Context: an optimization exercise on an open-source flow, tuned for small area, a short achievable clock period and few clock cycles. The choices shown serve that exercise and are no tape-out recipe. Power is estimated from default activity; no workload was simulated.

==> flow/design.v (excerpt) <==
module cic_decim #(
  parameter int unsigned IN_W       = 16,
  parameter int unsigned OUT_W      = 16,
  parameter int unsigned STAGES     = 4,
  parameter int unsigned RATE       = 125,
  parameter int unsigned DIFF_DELAY = 1,
  parameter int unsigned CHANNELS   = 2,
  parameter int unsigned CH_W       = cic_decim_pkg::cic_ch_w(CHANNELS)
) (
  input  logic             clk,
  input  logic             reset_n,
  input  logic [IN_W-1:0]  in_data,
  input  logic [CH_W-1:0]  in_channel,
  input  logic             in_valid,
  output logic             in_ready,
  input  logic [1:0]       in_error,
  input  logic             in_startofpacket,
  input  logic             in_endofpacket,
  output logic [OUT_W-1:0] out_data,
  output logic [CH_W-1:0]  out_channel,
  output logic             out_valid,
  input  logic             out_ready,
  output logic [1:0]       out_error,
  output logic             out_startofpacket,
  output logic             out_endofpacket
);
  localparam int unsigned W    = IN_W + cic_decim_pkg::cic_growth(RATE, DIFF_DELAY, STAGES);
  localparam int unsigned PH_W = $clog2(RATE);
  logic unused_eop;
  assign unused_eop = in_endofpacket;
  logic [1:0]      rst_sh;       
  logic            clr_dly;      
  logic [5:0]      pos;          
  logic            in_ready_q;
  logic            iv;           
  logic            go_q;         
  logic            cons_q;       
  logic            isd_q;        
  logic            exp_ch;
  logic [1:0][PH_W-1:0] ph;
  logic [1:0]      ph123, ph124;  
  logic [1:0][1:0] err;
  logic [1:0]      pend;         
  ...
Size: ~810 flip-flops, about 48 I/O pins, roughly 0.032 mm² of cells after synthesis.
==> flow/config.mk <==
export PLATFORM = sky130hd
export DESIGN_NAME = cic_decim
export DESIGN_NICKNAME = cic_decim
export VERILOG_FILES = /design/flow/design.v
export SDC_FILE = /design/flow/constraint.sdc
export NUM_CORES = 4
export LEC_CHECK = 0
export CAP_MARGIN = 20
export CORE_MARGIN = 2
export CORE_UTILIZATION = 55
export CTS_BUF_LIST = sky130_fd_sc_hd__clkbuf_16
export CTS_CLUSTER_DIAMETER = 90
export CTS_CLUSTER_SIZE = 30
export SLEW_MARGIN = 20
==> flow/constraint.sdc <==
create_clock -name core_clock -period 18.0 [get_ports {clk}]
set_input_delay 3.6000 -clock core_clock [delete_from_list [all_inputs] [get_ports {clk}]]
set_output_delay 3.6000 -clock core_clock [all_outputs]
set_load 0.01 [all_outputs]
standard.sh (not shown) runs the stock make flow with config.mk's settings and CLKGATE_MAP_FILE= SYNTH_SCRIPT=/design/flow/synth_recipe.tcl, a recipe that flattens the netlist after the stock synthesis.
==> flow/flow/run.sh <==
#!/bin/bash
# Layout flow: the standard layout (standard.sh, ORFS from synthesis to the final layout)
# with three changes:
# * the buffers that ORFS puts on every input and output port are buf_2 cells (ORFS otherwise
#   picks its own, slow buffer cell for them);
# * clock tree synthesis inserts no dummy loads;
# * repair_timing works towards a setup slack of 13.2 ns, so it speeds up the paths that would
#   otherwise stay slower than the port paths.
# make's full output (every tool it runs) goes to flow.log in the work folder; ORFS keeps each
# step's own log under orfs/logs/.
set -euo pipefail
export BUFFER_PORTS_ARGS="-buffer_cell sky130_fd_sc_hd__buf_2"
export SETUP_SLACK_MARGIN=13.2
export CTS_ARGS="-sink_clustering_enable -repair_clock_nets -buf_list sky130_fd_sc_hd__clkbuf_16 -sink_clustering_size 30 -sink_clustering_max_diameter 90 -dont_use_dummy_load"
bash standard.sh > flow.log 2>&1
Next try:
--- a/flow/design.v
+++ b/flow/design.v
@@ -123,14 +123,13 @@
     pend_n = pend;
     if (last) pend_n[pch] = 1'b0;
     if (dz) pend_n[hd] = 1'b1;
     for (int c = 0; c < 2; c++) begin
       ph123_n[c] = (ph_n[c] == PH_W'(RATE - 2));
       ph124_n[c] = (go_q && che == c) ? (!isd_q && ph123[c]) : ph124[c];
-      blk_n[c]   = (pend_n[c] || (last && pch == c) || (out_valid_q && out_ch_q == c)) &&
-                   ph124_n[c];
+      blk_n[c]   = pend_n[c] && ph124_n[c];
     end
   end
   logic [2:0] go_p, cons_p, isd_p;    
   logic       go_h, cons_h, isd_h, sel_go, sel_cons, sel_isd;
   always_comb begin
     go_p[0]   = hd && !blk_n[0];
@@ -169,25 +168,16 @@
   assign ds = s1_d ^ cg ^ bg;
   assign dc = {((s1_d[W-2:0] & cg[W-2:0]) | (s1_d[W-2:0] & bg[W-2:0]) | (cg[W-2:0] & bg[W-2:0])), 1'b0};
   cic_bk_add #(.N(W)) u_add_a (.a(s0_a), .b(xg), .s(a_new));
   cic_bk_add #(.N(W)) u_add_b (.a(bs), .b(bc), .s(b_new));
   cic_bk_add #(.N(W)) u_add_c (.a(s1_c), .b(bg), .s(c_new));
   cic_bk_add #(.N(W)) u_add_d (.a(ds), .b(dc), .s(d_new));
-  logic [W-1:0] s1_w_n;
-  logic [1:0]   w_dig, w_dig_n;
-  logic [5:0]   pos_nx, k_nx;
-  logic         c_nx;
-  assign s1_w_n = dz ? s0_d : s0_w;
-  assign pos_nx = (pos == 6'd45) ? 6'd0 : pos + 6'd1;
-  assign c_nx   = (step && !last) ? cch : (pos_nx == 6'd23);
-  assign k_nx   = (step && !last) ? kb + 6'd1 : 6'd0;
-  assign w_dig_n = (pos_nx[0] == c_nx) ? s1_w[2*k_nx[4:0] +: 2] : s1_w_n[2*k_nx[4:0] +: 2];
   logic [3:0][1:0] y;            
   logic [3:1] br_n;
   always_comb begin
-    y[0] = w_dig;
+    y[0] = (hd == cch) ? s0_w[2*kb[4:0] +: 2] : s1_w[2*kb[4:0] +: 2];
     for (int i = 1; i <= 3; i++) begin
       {br_n[i], y[i]} = {1'b0, y[i-1]} - {1'b0, dr[i-1][0]} - {2'b00, br[i]};
     end
   end
   always_ff @(posedge clk or negedge reset_n) begin
     if (!reset_n) begin
@@ -212,13 +202,13 @@
       dmp         <= 1'b0;
       dz          <= 1'b0;
       out_valid_q <= 1'b0;
     end else begin
       rst_sh     <= {rst_sh[0], 1'b0};
       if (pos == 6'd45) clr_dly <= 1'b0;
-      pos        <= pos_nx;
+      pos        <= (pos == 6'd45) ? 6'd0 : pos + 6'd1;
       iv         <= iv_n;
       go_q       <= go_n;
       cons_q     <= cons_n;
       isd_q      <= isd_n;
       exp_ch     <= exp_ch_n;
       ph         <= ph_n;
@@ -256,26 +246,27 @@
     algn <= algn_n;
     if (isd_q) res_err[che] <= err[che] | ierr;
     s1_a <= a_new;
     s1_b <= b_new;
     s1_c <= clr_int ? '0 : s0_c;
     s1_d <= (dz || clr_int) ? '0 : s0_d;
-    s1_w <= s1_w_n;
-    w_dig <= w_dig_n;
+    s1_w <= dz ? s0_d : s0_w;
     s0_a <= clr_int ? '0 : s1_a;
     s0_b <= clr_int ? '0 : s1_b;
     s0_c <= c_new;
     s0_d <= d_new;
     s0_w <= s1_w;
     for (int i = 0; i < 3; i++) begin
       dr[i] <= {(step ? y[i] : (dr[i][0] & {2{!clr_dly}})), dr[i][45:1]};
     end
     if (step && kb >= 6'((W - OUT_W) / 2)) out_data_q <= {y[3], out_data_q[OUT_W-1:2]};
-    out_ch_q   <= pch;
-    out_sop_q  <= !pch;
-    out_err_q  <= res_err[pch];
+    if (last) begin
+      out_ch_q   <= pch;
+      out_sop_q  <= !pch;
+      out_err_q  <= res_err[pch];
+    end
   end
   assign in_ready          = in_ready_q;
   assign out_valid         = out_valid_q;
   assign out_data          = out_data_q;
   assign out_channel       = out_ch_q;
   assign out_error         = out_err_q;
First-iteration DRC count drops by 21%.
Worst hold slack gets worse by 0.021 ns.
Sequential power barely changes.
Design area went down by 3.8%.
Count of clock-buffer cells in the layout is unchanged.
Combinational power is lower by about 10%.
Total power went down by 4.8%.
Die area drops by 3.5%.
Synthesized cell count drops by 8.3%.
Global-route usage falls by 1.2 points.
Routed wire length is lower by 11%.
Non-clock buffer count rises by 11.
Setup slack is better by 0.0086 ns.
Core utilization rises by 0.20 points.
Function was not checked in any run of this note: the RTL went through the layout flow alone.

-- afterwards: timing with drivers on the ports --
No port has a modelled driver above. Below, the same layouts with a new extraction and two added sets of constraints. Step 1 assumes that a clkbuf_16 drives the clock port and a buf_2 every other input. Step 2 moves the port delays by t, midway between the first and last clock arrival at a register: inputs arrive t later, outputs are due t later. That takes back most of the time a late clock gives input paths. Three values: ideal, step 1, step 2; two values: the first two.
run	shift t [ns]	setup WS [ns]	pins driven straight from the clock port
the first run	0.617	13.205 / 13.145 / 13.288	1
the second run	0.611	13.213 / 13.155 / 13.066	1
After both steps setup and hold are still met in every run listed. The setup slack of the second run, which loses most, moves by -0.058 ns with the drivers and by -0.147 ns with both steps.
